From an optimization exercise on the open Yosys and OpenROAD flow, aimed at small area and few clock cycles; shortcuts taken in it are not production practice.
Only simulation tests tie the RTL to the original design; equivalence was not proved.
No activity file was given, so power comes from the tool's default toggle rates.

==> flow/design.v <==
`default_nettype none
package vda_pkg;
    localparam logic [2:0] CMD_START     = 3'd0;
    localparam logic [2:0] CMD_TX_RESULT = 3'd1;
    localparam logic [2:0] CMD_BEACON    = 3'd2;
    localparam logic [2:0] CMD_GRANT     = 3'd3;
    localparam logic [2:0] CMD_RESP      = 3'd4;
    localparam logic [2:0] CMD_TICK      = 3'd5;
    localparam logic [2:0] ACT_NONE       = 3'd0;
    localparam logic [2:0] ACT_ASSOC_REQ  = 3'd1;
    localparam logic [2:0] ACT_DATA_REQ   = 3'd2;
    localparam logic [2:0] ACT_RX_SLOT    = 3'd3;
    localparam logic [2:0] ACT_ACK_SLOT   = 3'd4;
    localparam logic [2:0] ACT_SEND_ACK   = 3'd5;
    localparam logic [2:0] ACT_CONFIRM    = 3'd6;
    localparam logic [2:0] ST_SUCCESS     = 3'd0;
    localparam logic [2:0] ST_ACCESS_FAIL = 3'd1;
    localparam logic [2:0] ST_NO_ACK      = 3'd2;
    localparam logic [2:0] ST_NO_DATA     = 3'd3;
    localparam logic [2:0] ST_DENIED      = 3'd4;
    localparam logic [1:0] TX_SUCCESS     = 2'd0;
    localparam logic [1:0] TX_ACCESS_FAIL = 2'd1;
    localparam logic [1:0] RESP_SUCCESS   = 2'd0;
    localparam logic [3:0] PH_IDLE      = 4'd0;
    localparam logic [3:0] PH_TX_REQ    = 4'd1;
    localparam logic [3:0] PH_BEACON    = 4'd2;
    localparam logic [3:0] PH_POLL      = 4'd3;
    localparam logic [3:0] PH_TX_DATA   = 4'd4;
    localparam logic [3:0] PH_RX_GRANT  = 4'd5;
    localparam logic [3:0] PH_RESP      = 4'd6;
    localparam logic [3:0] PH_ACK_GRANT = 4'd7;
    localparam logic [3:0] PH_TX_ACK    = 4'd8;
    localparam logic [1:0] CFG_TRACK_BEACON = 2'd0;
    localparam logic [1:0] CFG_BEACON_WAIT  = 2'd1;
    localparam logic [1:0] CFG_POLL_WAIT    = 2'd2;
    localparam logic [23:0] BEACON_WAIT_RST = 24'd32;
    localparam logic [23:0] POLL_WAIT_RST   = 24'd30720;
    localparam logic [15:0] NO_ADDR         = 16'hffff;
    localparam logic [7:0]  NO_CHANNEL      = 8'hff;
    localparam logic [15:0] NO_NET_ID       = 16'h00ff;
    typedef struct packed {
        logic [2:0]  cmd;
        logic [7:0]  channel;
        logic [15:0] net_id;
        logic [63:0] coord_addr;
        logic [1:0]  coord_addr_mode;
        logic [1:0]  tx_status;
        logic        ack_pending;
        logic        listed_in_beacon;
        logic [1:0]  resp_status;
        logic [15:0] resp_short_addr;
        logic [63:0] resp_coord_ext;
    } t_in_word;
    typedef struct packed {
        logic [2:0]  action;
        logic [63:0] dest_addr;
        logic [15:0] dest_net_id;
        logic [7:0]  use_channel;
        logic [2:0]  confirm_status;
        logic [15:0] short_addr;
        logic [63:0] coord_ext_addr;
        logic        busy_res;
    } t_out_word;
    typedef struct packed {
        logic [3:0]  phase;
        logic [7:0]  saved_channel;
        logic [15:0] saved_net_id;
        logic [63:0] saved_coord;
        logic [23:0] wait_count;
        logic [15:0] given_addr;
        logic        resp_denied;
        logic [63:0] learned_ext;
    } t_state;
    typedef struct packed {
        logic        track_beacon;
        logic [23:0] beacon_wait_ticks;
        logic [23:0] poll_wait_ticks;
    } t_cfg;
endpackage
`default_nettype wire
`default_nettype none
module vlc_device_association_fsm (
    input  wire logic         i_clk,
    input  wire logic         i_rst_n,
    input  wire logic         i_in_valid,
    output wire logic         i_in_ready,
    input  wire logic [178:0] i_in_data,
    output wire logic         o_out_valid,
    input  wire logic         o_out_ready,
    output wire logic [174:0] o_out_data,
    input  wire logic         i_cfg_we,
    input  wire logic [1:0]   i_cfg_idx,
    input  wire logic [23:0]  i_cfg_data
);
    wire [2:0]  w_cmd     = i_in_data[178:176];
    wire [7:0]  w_channel = i_in_data[175:168];
    wire [15:0] w_net_id  = i_in_data[167:152];
    wire [63:0] w_coord   = i_in_data[151:88];
    wire [1:0]  w_tx      = i_in_data[85:84];
    wire        w_ackp    = i_in_data[83];
    wire        w_listed  = i_in_data[82];
    wire [1:0]  w_rs      = i_in_data[81:80];
    wire [15:0] w_rsa     = i_in_data[79:64];
    wire [63:0] w_rce     = i_in_data[63:0];
    localparam logic [3:0] PH_IDLE      = 4'd0;
    localparam logic [3:0] PH_TX_REQ    = 4'd1;
    localparam logic [3:0] PH_BEACON    = 4'd2;
    localparam logic [3:0] PH_POLL      = 4'd3;
    localparam logic [3:0] PH_TX_DATA   = 4'd4;
    localparam logic [3:0] PH_RX_GRANT  = 4'd5;
    localparam logic [3:0] PH_RESP      = 4'd6;
    localparam logic [3:0] PH_ACK_GRANT = 4'd7;
    localparam logic [3:0] PH_TX_ACK    = 4'd8;
    logic [3:0]  r_phase;
    logic [7:0]  r_channel;    
    logic [15:0] r_net_id;     
    logic [63:0] r_coord;      
    logic [23:0] r_share;
    wire  [23:0] r_remain = r_share;
    wire  [15:0] r_given  = r_share[15:0];
    wire         r_denied = r_share[16];
    logic [63:0] r_ext;        
    logic        r_ext_ok;
    logic        r_track;
    logic [23:0] r_bwait;
    logic [23:0] r_pwait;
    wire w_acc = i_in_valid & o_out_ready;
    assign i_in_ready  = o_out_ready;
    assign o_out_valid = i_in_valid;
    wire p_idle  = (r_phase == PH_IDLE);
    wire p_txreq = (r_phase == PH_TX_REQ);
    wire p_bcn   = (r_phase == PH_BEACON);
    wire p_poll  = (r_phase == PH_POLL);
    wire p_txdat = (r_phase == PH_TX_DATA);
    wire p_rxg   = (r_phase == PH_RX_GRANT);
    wire p_resp  = (r_phase == PH_RESP);
    wire p_ackg  = (r_phase == PH_ACK_GRANT);
    wire p_txack = (r_phase == PH_TX_ACK);
    wire w_hit   = ~|r_remain[23:1];
    wire w_succ  = (w_tx == 2'd0);
    wire [2:0] w_failc = (w_tx == 2'd1) ? 3'd1 : 3'd2;
    wire w_resp_ok = (w_rs == 2'd0);
    logic [3:0] n_phase;
    logic [2:0] n_action;
    logic       fin;
    logic [2:0] fin_st;
    logic       fill;
    always_comb begin
        n_phase  = r_phase;
        n_action = 3'd0;
        fin      = 1'b0;
        fin_st   = 3'd0;
        fill     = 1'b0;
        case (w_cmd)
            3'd0: if (p_idle) begin
                n_phase = PH_TX_REQ; n_action = 3'd1; fill = 1'b1;
            end
            3'd1: begin
                if (p_txreq) begin
                    if (w_succ) n_phase = r_track ? PH_BEACON : PH_POLL;
                    else begin fin = 1'b1; fin_st = w_failc; end
                end else if (p_txdat) begin
                    if (!w_succ) begin fin = 1'b1; fin_st = w_failc; end
                    else if (w_ackp) begin n_phase = PH_RX_GRANT; n_action = 3'd3; fill = 1'b1; end
                    else begin fin = 1'b1; fin_st = 3'd3; end
                end else if (p_txack) begin
                    fin = 1'b1; fin_st = r_denied ? 3'd4 : 3'd0;
                end
            end
            3'd2: if (p_bcn && w_listed) begin
                n_phase = PH_TX_DATA; n_action = 3'd2; fill = 1'b1;
            end
            3'd3: begin
                if (p_rxg) n_phase = PH_RESP;
                else if (p_ackg) begin n_phase = PH_TX_ACK; n_action = 3'd5; fill = 1'b1; end
            end
            3'd4: if (p_resp) begin
                n_phase = PH_ACK_GRANT; n_action = 3'd4; fill = 1'b1;
            end
            3'd5: begin
                if (p_bcn) begin
                    if (w_hit) begin fin = 1'b1; fin_st = 3'd3; end
                end else if (p_poll) begin
                    if (w_hit) begin n_phase = PH_TX_DATA; n_action = 3'd2; fill = 1'b1; end
                end
            end
            default: ;
        endcase
        if (fin) begin
            n_action = 3'd6;
            n_phase  = PH_IDLE;
            if (fin_st == 3'd0) fill = 1'b1;
        end
    end
    wire w_fin_ok = fin & (fin_st == 3'd0);
    wire w_ext_upd = i_in_valid & p_resp & (w_cmd == 3'd4) & w_resp_ok;
    wire [7:0]  d_channel = p_idle ? w_channel : r_channel;
    wire [15:0] d_net_id  = p_idle ? w_net_id  : r_net_id;
    wire [63:0] d_coord   = p_idle ? w_coord   : r_coord;
    wire        w_ext_hold = ~w_ext_upd & r_ext_ok;
    wire [63:0] d_ext     = ({64{w_ext_upd}} & w_rce) | ({64{w_ext_hold}} & r_ext);
    assign o_out_data = {n_action,
                         fill ? d_coord   : 64'd0,
                         fill ? d_net_id  : 16'd0,
                         fill ? d_channel : 8'd0,
                         fin ? fin_st : 3'd0,
                         w_fin_ok ? r_given : 16'hffff,
                         d_ext,
                         (n_phase != PH_IDLE)};
    always_ff @(posedge i_clk) begin
        r_channel <= d_channel;
        r_net_id  <= d_net_id;
        r_coord   <= d_coord;
    end
    always_ff @(posedge i_clk) begin
        r_ext_ok <= i_rst_n;
        r_ext    <= d_ext;
    end
    always_ff @(posedge i_clk) begin
        if (!i_rst_n) begin
            r_phase <= PH_IDLE;
        end else if (w_acc) begin
            r_phase <= n_phase;
        end
    end
    always_ff @(posedge i_clk) begin
        if (p_txreq) r_share <= r_track ? r_bwait : r_pwait;
        else if (p_resp) r_share[16:0] <= {~w_resp_ok, w_rsa};
        else if (w_acc && w_cmd == 3'd5 && (p_bcn || p_poll)) r_share <= r_share - 24'd1;
    end
    wire        w_cfg_rst = ~i_rst_n;
    wire [23:0] w_cfg_d   = i_cfg_data & {24{i_rst_n}};
    wire        w_we_trk  = w_cfg_rst | (i_cfg_we && i_cfg_idx == 2'd0);
    wire        w_we_bw   = w_cfg_rst | (i_cfg_we && i_cfg_idx == 2'd1);
    wire        w_we_pw   = w_cfg_rst | (i_cfg_we && i_cfg_idx == 2'd2);
    always_ff @(posedge i_clk) begin
        if (w_we_trk) r_track <= w_cfg_d[0];
        if (w_we_bw)  r_bwait <= w_cfg_d | (w_cfg_rst ? 24'd32 : 24'd0);
        if (w_we_pw)  r_pwait <= w_cfg_d | (w_cfg_rst ? 24'd30720 : 24'd0);
    end
endmodule
`default_nettype wire
Settings: LEC_CHECK=0, CAP_MARGIN=20, CORE_MARGIN=2, CORE_UTILIZATION=40, SLEW_MARGIN=20; clock period 6.0 ns.
standard.sh (not shown) runs the stock make flow with config.mk's settings and CLKGATE_MAP_FILE= SYNTH_SCRIPT=/design/flow/synth_recipe.tcl, a recipe that flattens the netlist after the stock synthesis.
==> flow/flow/run.sh <==
#!/bin/bash
# The standard layout with three changes:
#  - synthesis maps the logic with an area-recovering ABC script
#    (flow/abc_map.script in place of ORFS's abc_speed.script; everything
#    else in synthesis, registers included, is the standard synthesis);
#  - plain buf_1 cells as the port buffers;
#  - a clock tree of clkbuf_8 cells without dummy loads.
set -euo pipefail
export BUFFER_PORTS_ARGS="-buffer_cell sky130_fd_sc_hd__buf_1"
export CTS_ARGS="-sink_clustering_enable -repair_clock_nets -dont_use_dummy_load -buf_list sky130_fd_sc_hd__clkbuf_8 -root_buf sky130_fd_sc_hd__clkbuf_8 -sink_clustering_size 16 -sink_clustering_max_diameter 60"
rm -rf scripts_abc
cp -r "$FLOW_HOME/scripts" scripts_abc
cp flow/abc_map.script scripts_abc/abc_speed.script
SCRIPTS_DIR="$PWD/scripts_abc" bash standard.sh synth > synth.log 2>&1
bash standard.sh > standard.log 2>&1
==> flow/flow/abc_map.script <==
&get -n
&st
&dch
&nf -a
&st
&dch
&nf -a
&st
&dch
&nf -a
&st
&dch
&nf -a
&put
topo
stime -c
dnsize -c
The baseline finished clean.
Testbench counts at the start, summed over its fixed seeds: cycles 28,281.
Edit:
--- a/flow/design.v
+++ b/flow/design.v
@@ -224,8 +224,14 @@
         end
     end
-    always_ff @(posedge i_clk) begin
-        if (p_txreq) r_share <= r_track ? r_bwait : r_pwait;
-        else if (p_resp) r_share[16:0] <= {~w_resp_ok, w_rsa};
-        else if (w_acc && w_cmd == 3'd5 && (p_bcn || p_poll)) r_share <= r_share - 24'd1;
+    wire        s_bw  = p_txreq & r_track;
+    wire        s_pw  = p_txreq & ~r_track;
+    wire        s_dec = ~p_txreq & ~p_resp;
+    wire        w_share_en = p_txreq | p_resp | (w_acc && w_cmd == 3'd5 && (p_bcn || p_poll));
+    wire [23:0] w_dec = r_share - 24'd1;
+    wire [23:0] d_share = ({24{s_bw}} & r_bwait) | ({24{s_pw}} & r_pwait)
+                        | ({24{s_dec}} & w_dec)
+                        | {7'd0, {17{p_resp}} & {~w_resp_ok, w_rsa}};
+    always_ff @(posedge i_clk) begin
+        if (w_share_en) r_share <= d_share;
     end
     wire        w_cfg_rst = ~i_rst_n;
Wire length rose by roughly a tenth.
Area after synthesis came out lower by a few percent.
First-iteration DRC count grows by well over a third.
Setup slack improves by 0.077 ns.
Non-clock buffer count rises by 7.
Global-route usage goes up by 3.3 points.
Power rises slightly.
Hold slack improved by 0.021 ns.
Utilization grows by 0.65 points.
Clock-buffer cell count does not change.
Testbench counts after the change, summed over its fixed seeds: cycles 28,281.

-- separate check: timing with driven ports --
No port has a modelled driver above. Below, the same layouts with a new extraction and two added sets of constraints. Step 1, drivers: a clkbuf_16 drives i_clk and a buf_2 each remaining input, both assumed. Step 2 also shifts input and output timing later by t, the mid clock arrival at the registers, as if the neighbouring blocks saw the same clock. a / b / c = ideal / step 1 / step 2; a / b = the first two.
run	shift t [ns]	setup slack, ns	worst slew at a driven data input, ns	cell pins on the clock port's net
the first run	0.564	0.931 / 0.889 / 0.905	0.13	1
the second run	0.561	1.008 / 0.965 / 1.115	0.08	1
After both steps setup and hold are still met in every run listed. The setup slack of the first run, which loses most, moves by -0.042 ns with the drivers and by -0.026 ns with both steps.
